Context: an optimization exercise on an open-source flow, tuned for small area. The choices shown serve that exercise and are no tape-out recipe.
Function was checked by simulation only, so behaviour that the tests miss may differ from the original.
No activity file was given, so power comes from the tool's default toggle rates.

### flow/run.sh
#!/bin/bash
# synth_recipe.tcl (not shown) runs the flow's synth.tcl, then flattens the netlist and writes it again
# the make line also repeats each setting of config.mk as NAME=value (left out here)
make -C /OpenROAD-flow-scripts/flow DESIGN_CONFIG=/design/flow/config.mk WORK_HOME=/design/flow/orfs CLKGATE_MAP_FILE= SYNTH_SCRIPT=/design/flow/synth_recipe.tcl finish
### flow/design.v
`timescale 1ns/1ns
package frame_pkg;
    typedef logic [24-1:0]      psn_t;
    typedef logic [256-1:0]     fdata_t;
    typedef logic [4-1:0]          delay_t;
    typedef logic [2-1:0] lane_idx_t;
    typedef enum logic [1:0] {
        FT_HEAD = 2'd0,
        FT_BODY = 2'd1,
        FT_TAIL = 2'd2,
        FT_ERR  = 2'd3
    } frame_type_e;
    typedef struct packed {
        psn_t        psn;
        frame_type_e ftype;
    } frame_meta_t;
    typedef struct packed {
        frame_meta_t meta;
        fdata_t      data;
        logic        good;
    } frame_t;
    typedef enum logic [1:0] {LANE_IDLE, LANE_WAIT, LANE_DONE} lane_state_e;
    typedef enum logic [1:0] {RPT_IDLE, RPT_WAIT, RPT_OUTPUT} rpt_state_e;
endpackage
`timescale 1ns/1ns
module frame_checker (
    input  logic                        clk,
    input  logic                        rst_n,
    input  logic                        i_valid_1,
    output logic                        o_ready_1,
    input  frame_pkg::frame_type_e      i_frame_type,
    input  frame_pkg::psn_t             i_frame_psn,
    input  frame_pkg::fdata_t           i_frame_data,
    input  logic [4-1:0]     i_lane_free,
    output logic [4-1:0]     o_load,
    output frame_pkg::frame_t           o_frame
);
    frame_pkg::psn_t      exp_psn;
    logic      inside_frame;
    frame_pkg::lane_idx_t disp_ptr;
    logic      accept;
    logic      seq_ok;
    logic      psn_ok;
    logic      type_ok;
    logic      frame_good;
    assign o_ready_1 = i_lane_free[disp_ptr];
    assign accept    = i_valid_1 && o_ready_1;
    assign seq_ok     = (i_frame_type == frame_pkg::FT_HEAD) || inside_frame;
    assign psn_ok     = (i_frame_psn == exp_psn);
    assign type_ok    = (i_frame_type != frame_pkg::FT_ERR);
    assign frame_good = seq_ok && psn_ok && type_ok;
    assign o_frame.meta.psn   = i_frame_psn;
    assign o_frame.meta.ftype = i_frame_type;
    assign o_frame.data       = i_frame_data;
    assign o_frame.good       = frame_good;
    always_comb begin
        o_load = '0;
        if (accept) begin
            o_load[disp_ptr] = 1'b1;
        end
    end
    always_ff @(posedge clk or negedge rst_n) begin
        if (!rst_n) begin
            exp_psn      <= '0;
            inside_frame <= 1'b0;
            disp_ptr     <= '0;
        end else if (accept) begin
            if (frame_good) begin
                exp_psn <= exp_psn + frame_pkg::psn_t'(1);
            end
            if (i_frame_type == frame_pkg::FT_HEAD) begin
                inside_frame <= 1'b1;
            end else if (i_frame_type == frame_pkg::FT_TAIL) begin
                inside_frame <= 1'b0;
            end
            if (disp_ptr == frame_pkg::lane_idx_t'(4 - 1)) begin
                disp_ptr <= '0;
            end else begin
                disp_ptr <= disp_ptr + frame_pkg::lane_idx_t'(1);
            end
        end
    end
endmodule
`timescale 1ns/1ns
module frame_lane (
    input  logic              clk,
    input  logic              rst_n,
    input  logic              i_load,
    input  frame_pkg::frame_t i_frame,
    input  logic              i_release,
    output logic              o_free,
    output logic              o_done,
    output frame_pkg::frame_t o_frame
);
    frame_pkg::lane_state_e state;
    frame_pkg::delay_t      delay_cnt;
    frame_pkg::frame_t      held;
    always_ff @(posedge clk or negedge rst_n) begin
        if (!rst_n) begin
            state     <= frame_pkg::LANE_IDLE;
            delay_cnt <= '0;
        end else begin
            case (state)
                frame_pkg::LANE_IDLE: begin
                    if (i_load) begin
                        delay_cnt <= frame_pkg::delay_t'(i_frame.meta.psn[2:0])
                                   + frame_pkg::delay_t'(2);
                        state     <= frame_pkg::LANE_WAIT;
                    end
                end
                frame_pkg::LANE_WAIT: begin
                    delay_cnt <= delay_cnt - frame_pkg::delay_t'(1);
                    if (delay_cnt == frame_pkg::delay_t'(1)) begin
                        state <= frame_pkg::LANE_DONE;
                    end
                end
                frame_pkg::LANE_DONE: begin
                    if (i_release) begin
                        state <= frame_pkg::LANE_IDLE;
                    end
                end
                default: state <= frame_pkg::LANE_IDLE;
            endcase
        end
    end
    always_ff @(posedge clk) begin
        if (i_load && (state == frame_pkg::LANE_IDLE)) begin
            held.meta <= i_frame.meta;
            held.good <= i_frame.good;
            held.data <= i_frame.good ? i_frame.data : '0;
        end
    end
    assign o_free  = (state == frame_pkg::LANE_IDLE);
    assign o_done  = (state == frame_pkg::LANE_DONE);
    assign o_frame = held;
endmodule
`timescale 1ns/1ns
module frame_collector (
    input  logic [4-1:0]  i_lane_done,
    input  logic [4*(24 + 2 + 256 + 1)-1:0] i_lane_frame,
    output logic [4-1:0]  o_release,
    output logic                     o_valid_2,
    input  logic                     i_ready_2,
    output frame_pkg::psn_t          o_frame_psn_2,
    output frame_pkg::frame_type_e   o_frame_type_2,
    output frame_pkg::fdata_t        o_frame_data_2,
    output logic                     o_valid_3,
    input  logic                     i_ready_3,
    output frame_pkg::psn_t          o_frame_psn_3,
    output frame_pkg::frame_type_e   o_frame_type_3,
    output frame_pkg::fdata_t        o_frame_data_3,
    output logic                     o_rpt_push,
    output frame_pkg::frame_meta_t   o_rpt_meta,
    input  logic                     i_rpt_full,
    input  logic                     clk,
    input  logic                     rst_n
);
    frame_pkg::lane_idx_t drain_ptr;
    frame_pkg::frame_t    cur;
    logic      present;
    logic      fire;
    assign cur = i_lane_frame[drain_ptr*(24 + 2 + 256 + 1) +: (24 + 2 + 256 + 1)];
    assign present = i_lane_done[drain_ptr] && !i_rpt_full;
    assign o_valid_2      = present && cur.good;
    assign o_frame_psn_2  = cur.meta.psn;
    assign o_frame_type_2 = cur.meta.ftype;
    assign o_frame_data_2 = cur.data;
    assign o_valid_3      = present && !cur.good;
    assign o_frame_psn_3  = cur.meta.psn;
    assign o_frame_type_3 = cur.meta.ftype;
    assign o_frame_data_3 = cur.data;
    assign fire = (o_valid_2 && i_ready_2) || (o_valid_3 && i_ready_3);
    assign o_rpt_push = fire;
    assign o_rpt_meta = cur.meta;
    always_comb begin
        o_release = '0;
        if (fire) begin
            o_release[drain_ptr] = 1'b1;
        end
    end
    always_ff @(posedge clk or negedge rst_n) begin
        if (!rst_n) begin
            drain_ptr <= '0;
        end else if (fire) begin
            if (drain_ptr == frame_pkg::lane_idx_t'(4 - 1)) begin
                drain_ptr <= '0;
            end else begin
                drain_ptr <= drain_ptr + frame_pkg::lane_idx_t'(1);
            end
        end
    end
endmodule
`timescale 1ns/1ns
module report_queue (
    input  logic                    clk,
    input  logic                    rst_n,
    input  logic                    i_push,
    input  frame_pkg::frame_meta_t  i_meta,
    output logic                    o_full,
    output logic                    o_valid_4,
    input  logic                    i_ready_4,
    output frame_pkg::psn_t         o_frame_psn_4,
    output frame_pkg::frame_type_e  o_frame_type_4
);
    localparam int PTR_W = $clog2(4);
    logic [24+1:0]     mem [4];   
    logic [PTR_W-1:0] wr_ptr;
    logic [PTR_W-1:0] rd_ptr;
    logic [PTR_W:0]   count;
    logic             empty;
    logic             do_push;
    logic             do_pop;
    frame_pkg::rpt_state_e       state;
    frame_pkg::delay_t           wait_cnt;
    frame_pkg::frame_meta_t      rpt;
    frame_pkg::frame_meta_t      head;
    assign empty   = (count == '0);
    assign o_full  = (count == (PTR_W + 1)'(4));
    assign do_push = i_push && !o_full;
    assign do_pop  = (state == frame_pkg::RPT_IDLE) && !empty;
    always_ff @(posedge clk or negedge rst_n) begin
        if (!rst_n) begin
            wr_ptr <= '0;
            rd_ptr <= '0;
            count  <= '0;
        end else begin
            if (do_push) begin
                wr_ptr <= wr_ptr + 1'b1;
            end
            if (do_pop) begin
                rd_ptr <= rd_ptr + 1'b1;
            end
            case ({do_push, do_pop})
                2'b10:   count <= count + 1'b1;
                2'b01:   count <= count - 1'b1;
                default: count <= count;
            endcase
        end
    end
    always_ff @(posedge clk) begin
        if (do_push) begin
            mem[wr_ptr] <= i_meta;
        end
    end
    assign head = mem[rd_ptr];
    always_ff @(posedge clk or negedge rst_n) begin
        if (!rst_n) begin
            state    <= frame_pkg::RPT_IDLE;
            wait_cnt <= '0;
        end else begin
            case (state)
                frame_pkg::RPT_IDLE: begin
                    if (do_pop) begin
                        wait_cnt <= frame_pkg::delay_t'(head.ftype)
                                  + frame_pkg::delay_t'(3);
                        state    <= frame_pkg::RPT_WAIT;
                    end
                end
                frame_pkg::RPT_WAIT: begin
                    wait_cnt <= wait_cnt - frame_pkg::delay_t'(1);
                    if (wait_cnt == frame_pkg::delay_t'(1)) begin
                        state <= frame_pkg::RPT_OUTPUT;
                    end
                end
                frame_pkg::RPT_OUTPUT: begin
                    if (i_ready_4) begin
                        state <= frame_pkg::RPT_IDLE;
                    end
                end
                default: state <= frame_pkg::RPT_IDLE;
            endcase
        end
    end
    always_ff @(posedge clk) begin
        if (do_pop) begin
            rpt <= head;
        end
    end
    assign o_valid_4      = (state == frame_pkg::RPT_OUTPUT);
    assign o_frame_psn_4  = rpt.psn;
    assign o_frame_type_4 = rpt.ftype;
endmodule
`timescale 1ns/1ns
module frame_processor_top (
    input  logic                    clk,
    input  logic                    rst_n,
    input  logic                    i_valid_1,
    output logic                    o_ready_1,
    input  logic [1:0]              i_frame_type,
    input  logic [24-1:0]  i_frame_psn,
    input  logic [256-1:0] i_frame_data,
    output logic                    o_valid_2,
    input  logic                    i_ready_2,
    output logic [24-1:0]  o_frame_psn_2,
    output logic [1:0]              o_frame_type_2,
    output logic [256-1:0] o_frame_data_2,
    output logic                    o_valid_3,
    input  logic                    i_ready_3,
    output logic [24-1:0]  o_frame_psn_3,
    output logic [1:0]              o_frame_type_3,
    output logic [256-1:0] o_frame_data_3,
    output logic                    o_valid_4,
    input  logic                    i_ready_4,
    output logic [24-1:0]  o_frame_psn_4,
    output logic [1:0]              o_frame_type_4
);
    logic [4-1:0] lane_load;
    logic [4-1:0] lane_free;
    logic [4-1:0] lane_done;
    logic [4-1:0] lane_release;
    frame_pkg::frame_t                  chk_frame;
    logic [4*(24 + 2 + 256 + 1)-1:0] lane_frame;
    logic                    rpt_push;
    frame_pkg::frame_meta_t             rpt_meta;
    logic                    rpt_full;
    frame_checker u_checker (
        .clk          (clk),
        .rst_n        (rst_n),
        .i_valid_1    (i_valid_1),
        .o_ready_1    (o_ready_1),
        .i_frame_type (i_frame_type),
        .i_frame_psn  (i_frame_psn),
        .i_frame_data (i_frame_data),
        .i_lane_free  (lane_free),
        .o_load       (lane_load),
        .o_frame      (chk_frame)
    );
    for (genvar gi = 0; gi < 4; gi++) begin : g_lane
        frame_lane u_lane (
            .clk       (clk),
            .rst_n     (rst_n),
            .i_load    (lane_load[gi]),
            .i_frame   (chk_frame),
            .i_release (lane_release[gi]),
            .o_free    (lane_free[gi]),
            .o_done    (lane_done[gi]),
            .o_frame   (lane_frame[gi*(24 + 2 + 256 + 1) +: (24 + 2 + 256 + 1)])
        );
    end
    frame_collector u_collector (
        .i_lane_done    (lane_done),
        .i_lane_frame   (lane_frame),
        .o_release      (lane_release),
        .o_valid_2      (o_valid_2),
        .i_ready_2      (i_ready_2),
        .o_frame_psn_2  (o_frame_psn_2),
        .o_frame_type_2 (o_frame_type_2),
        .o_frame_data_2 (o_frame_data_2),
        .o_valid_3      (o_valid_3),
        .i_ready_3      (i_ready_3),
        .o_frame_psn_3  (o_frame_psn_3),
        .o_frame_type_3 (o_frame_type_3),
        .o_frame_data_3 (o_frame_data_3),
        .o_rpt_push     (rpt_push),
        .o_rpt_meta     (rpt_meta),
        .i_rpt_full     (rpt_full),
        .clk            (clk),
        .rst_n          (rst_n)
    );
    report_queue u_report (
        .clk            (clk),
        .rst_n          (rst_n),
        .i_push         (rpt_push),
        .i_meta         (rpt_meta),
        .o_full         (rpt_full),
        .o_valid_4      (o_valid_4),
        .i_ready_4      (i_ready_4),
        .o_frame_psn_4  (o_frame_psn_4),
        .o_frame_type_4 (o_frame_type_4)
    );
endmodule
### flow/config.mk
export PLATFORM = sky130hd
export DESIGN_NAME = frame_processor_top
export DESIGN_NICKNAME = frame_processor_top
export VERILOG_FILES = /design/flow/design.v
export SDC_FILE = /design/flow/constraint.sdc
export NUM_CORES = 4
export LEC_CHECK = 0
export CAP_MARGIN = 20
export CORE_MARGIN = 2
export CORE_UTILIZATION = 40
export SLEW_MARGIN = 20
### flow/constraint.sdc
create_clock -name core_clock -period 5.0 [get_ports {clk}]
set_input_delay 1.0000 -clock core_clock [delete_from_list [all_inputs] [get_ports {clk}]]
set_output_delay 1.0000 -clock core_clock [all_outputs]
set_load 0.01 [all_outputs]
==> results.yml <==
placement:
  placed_area_um2: 62200
  routabilityCongestion: 0.791
  dpl.hpwl_mm: 83.9
  placedCellCount: 4921
  numPortBuffers: 881
worst_setup_path:
  crit_required_ns: 4.00
  crit_type: "register to output pin"
  worst-r2r-cell-count: 8
  cp-end-kind: "output pin"
  reg2reg_setup_slack_ns: 1.52
  crit_arrival_ns: 3.56
  start_kind: "register"
  rr_endpoint: "u_report.mem[0][7]"
  r2r_start: "u_collector.drain_ptr[0]"
  path_max_fanout: 28
clock_tree:
  numCtsBuffers: 144
  insertion_delay_ns: 0.78
  cts_resized: 0
  clk_pin_slew_worst_paths_ns: 0.06
  cts-root-buf: "clkbuf_16"
  cts_setup_buffers: 0
  clkSinkCount: 1328
  cts_tree: "built"
  cts_buffer_depth: 3
  cts_hold_buf: 0
  htree_levels: 4
global_route:
  grt_pass1_vias: 27700
  grt_first_pass_wirelength_mm: 186
  antenna_found_initial: 30
  grt_max_degree: 115
  grt_usage_pct: 18.8
  grt-ovfl-total: 0
finish:
  final_cell_mix: "1262 x edfxtp_1, 880 x clkdlybuf4s50_1, 310 x mux4_2, 266 x and2_1, 146 x clkbuf_16"
  layout.nets: 3628
  final_cells: 5192
  final_common_cell: "edfxtp_1"
  fin_area_um2: 66900
  drive_gt1_share_pct: 17.1
  syn2layout_area_growth_pct: 26.1
power:
  sequentialPowerShare_pct: 36.8
  p_int_mw: 26.5
  p_sw_mw: 11.3
  power_density_nw_per_um2: 565
  switching_share_pct: 30.0
  combinationalPowerShare_pct: 36.0
  ir_drop_mv: 0.411
  clkPwrFrac_pct: 27.2
  leakagePower_nw: 22.8
  total_power_mw: 37.8
sta:
  finClkSkew_ns: 0.0320
  final_max_slew_viol_count: 0
  slew_headroom_pct: 31.1
  worstMarginPinSlew_ns: 1.03
  finalHoldViolCount: 0
  setup_viol: 0
  hold_ws_ns: 0.250
  fin_crit_sh_pct: 91.3
  max_freq_ghz: 0.219
  min_period_ns: 4.56
  rsz0062_at_grt: "no"
yosys:
  ys_seq_elements: 1328
  yosysTopAreaCell: "edfxtp_1"
  ys_seq_area_share_pct: 74.5
  synth_area_um2: 53100
  synth_top_cell_area_share_pct: 71.4
  async_flop_share_pct: 4.97
  synth_ff_type: "edfxtp_1"
  ys_types: 54
  synthTopCellsByArea: "edfxtp_1 71%, mux4_2 13%, buf_4 4.0%, and2_1 3.1%, dfrtp_1 3.1%"
  synth_fp_nets: 2943
  yosys_warnings: 4
  syn_inst: 2627
  avgSynthCellArea_um2: 20.2
  synth-edff-count: 1262
drt:
  routed_wl_mm: 129
  drt-initial-drc-count: 2050
  routedWlPerCell_um: 24.8
  drt_first_pass_iters: 5
  avgViaCountPerCell: 5.09
  vias: 26400
  route.detailed.drc: 0
  ant_nets: 0
die:
  die_x_um: 368
  ios: 882
  die_h_um: 368
  floorplan.rows: 133
  fp.coreArea_um2: 132000
  dieArea_um2: 136000
  start_util_pct: 40.3
job:
  drv_cap: 0
outcome:
  status: "complete, no violations"
worst_hold_path:
  hp-class: "input pin to async pin"
sequential cells by signal, summed over array words and instances (netlist names), 3 cells and up:
signal,flops
u_report.rpt,26
g_lane.u_lane.held,1132
g_lane.u_lane.state,8
g_lane.u_lane.delay_cnt,16
u_report.mem,104
u_report.count,3
u_report.wait_cnt,4
u_checker.exp_psn,24
cell type report:
class | count | area (µm²)
clock inverters | 87 | 896
clock buffers | 175 | 3760
multi-input cells | 872 | 10800
inverters | 31 | 116
repair buffers | 935 | 9550
fillers | 10600 | 64700
flip-flops and latches | 1328 | 39600
diodes | 9 | 22.5
well taps | 1755 | 2200
cell families after synthesis:
logic type      after synthesis  share of synthesized area [%]
compound gates               67                          0.887
xor+xnor                     53                          0.875
fa+ha+maj                    28                          0.674
buf+inv                     427                           5.21
flops                      1328                           74.5
mux                         313                           13.2
simple gates                411                           4.61
routing by layer:
layer | part of all wire (%) | vias up | GRT usage, % | routed length, µm
li1 | - | 11500 | - | -
met5 | 0.19 | - | 0 | 241
met4 | 2.4 | 38 | 6.30 | 3040
met1 | 38 | 13800 | 22.6 | 49300
met2 | 52 | 869 | 32.1 | 67200
met3 | 6.9 | 185 | 5.72 | 8920
worst max-delay path, cell delays in order (launching register included):
cell             delay [ns]
dfrtp_4                0.95
buf_4                  0.61
mux4_2                 0.64
clkdlybuf4s50_1        0.52
synth_stat cells (all sizes together), types with 2 or more instances:
cell and number:
nor2b 7, o31ai 6, clkbuf 67, and3 15, nor4bb 2, edfxtp 1262
mux4 310, ha 27, nand2b 4, a311oi 2, a21o 4, nor4 5
and2 267, nor2 20, a2bb2oi 4, inv 31, nand4 16, dfrtp 66
or3 3, a31oi 2, nand2 26, xor2 15, xnor2 38, o311ai 2
mux2 2, a22o 2, o221ai 2, nand3 17, and4 5, a21oi 13
o31a 3, o22a 5, o21a 2, o21ai 14, buf 329, nor3 22
metrics by stage:
step	setup WS (ns)	TNS, ns	utilization, %
final	0.436	0	50.8
after global routing	0.210	0	50.8
after detailed placement	1.01	0	47.3
after floorplan	-3.60	-3978.46	-
after global placement	1.03	0	47.3
after CTS	0.278	0	50.8
how the worst max path moves through the flow:
stage / depth (start not counted) / from / endpoint / slack, ns
floorplan: 5 / i_valid_1 / g_lane[2].u_lane.held[0] / -3.60
global placement: 8 / i_frame_psn[16] / g_lane[0].u_lane.held[251] / 1.03
detailed placement: 8 / i_frame_psn[4] / g_lane[3].u_lane.held[182] / 1.01
CTS: 3 / u_collector.drain_ptr[0] / o_frame_data_3[127] / 0.28
global route: 3 / u_collector.drain_ptr[0] / o_frame_data_2[81] / 0.21
finish: 3 / u_collector.drain_ptr[0] / o_frame_data_2[234] / 0.44
power groups by stage:
stage / logic, mW / clock network, mW / registers (mW)
6_report: 13.6 / 10.3 / 13.9
2_1_floorplan: 7.26 / 0 / 13.9
3_5_place_dp: 13.8 / 0 / 14.2
4_1_cts: 13.9 / 10.6 / 13.9
5_1_grt: 14.3 / 11.0 / 14.0
3_3_place_gp: 13.8 / 0 / 14.1

[what the ideal ports hide]
No port has a modelled driver above. Below, the same layout with a new extraction and two added sets of constraints.
Step 1, drivers: a clkbuf_16 drives clk and a buf_2 each remaining input, both assumed.
Step 2 adds t to the input delays and takes it off the output delays; t is the mean of the earliest and latest rising clock arrival at the registers after step 1. Input paths then give back, and output paths get back, about the clock's delay inside the block.
Three values: no drivers, after step 1, after step 2; two values: the first two.
shift t [ns]: 0.841
setup slack, ns: 0.436 / 0.361 / 0.810
clock arrival spread, ns: 0.034 / 0.034
After both steps this run still meets setup and hold. For this run, drivers alone change the setup slack by -0.075 ns; drivers and shift together by +0.374 ns.
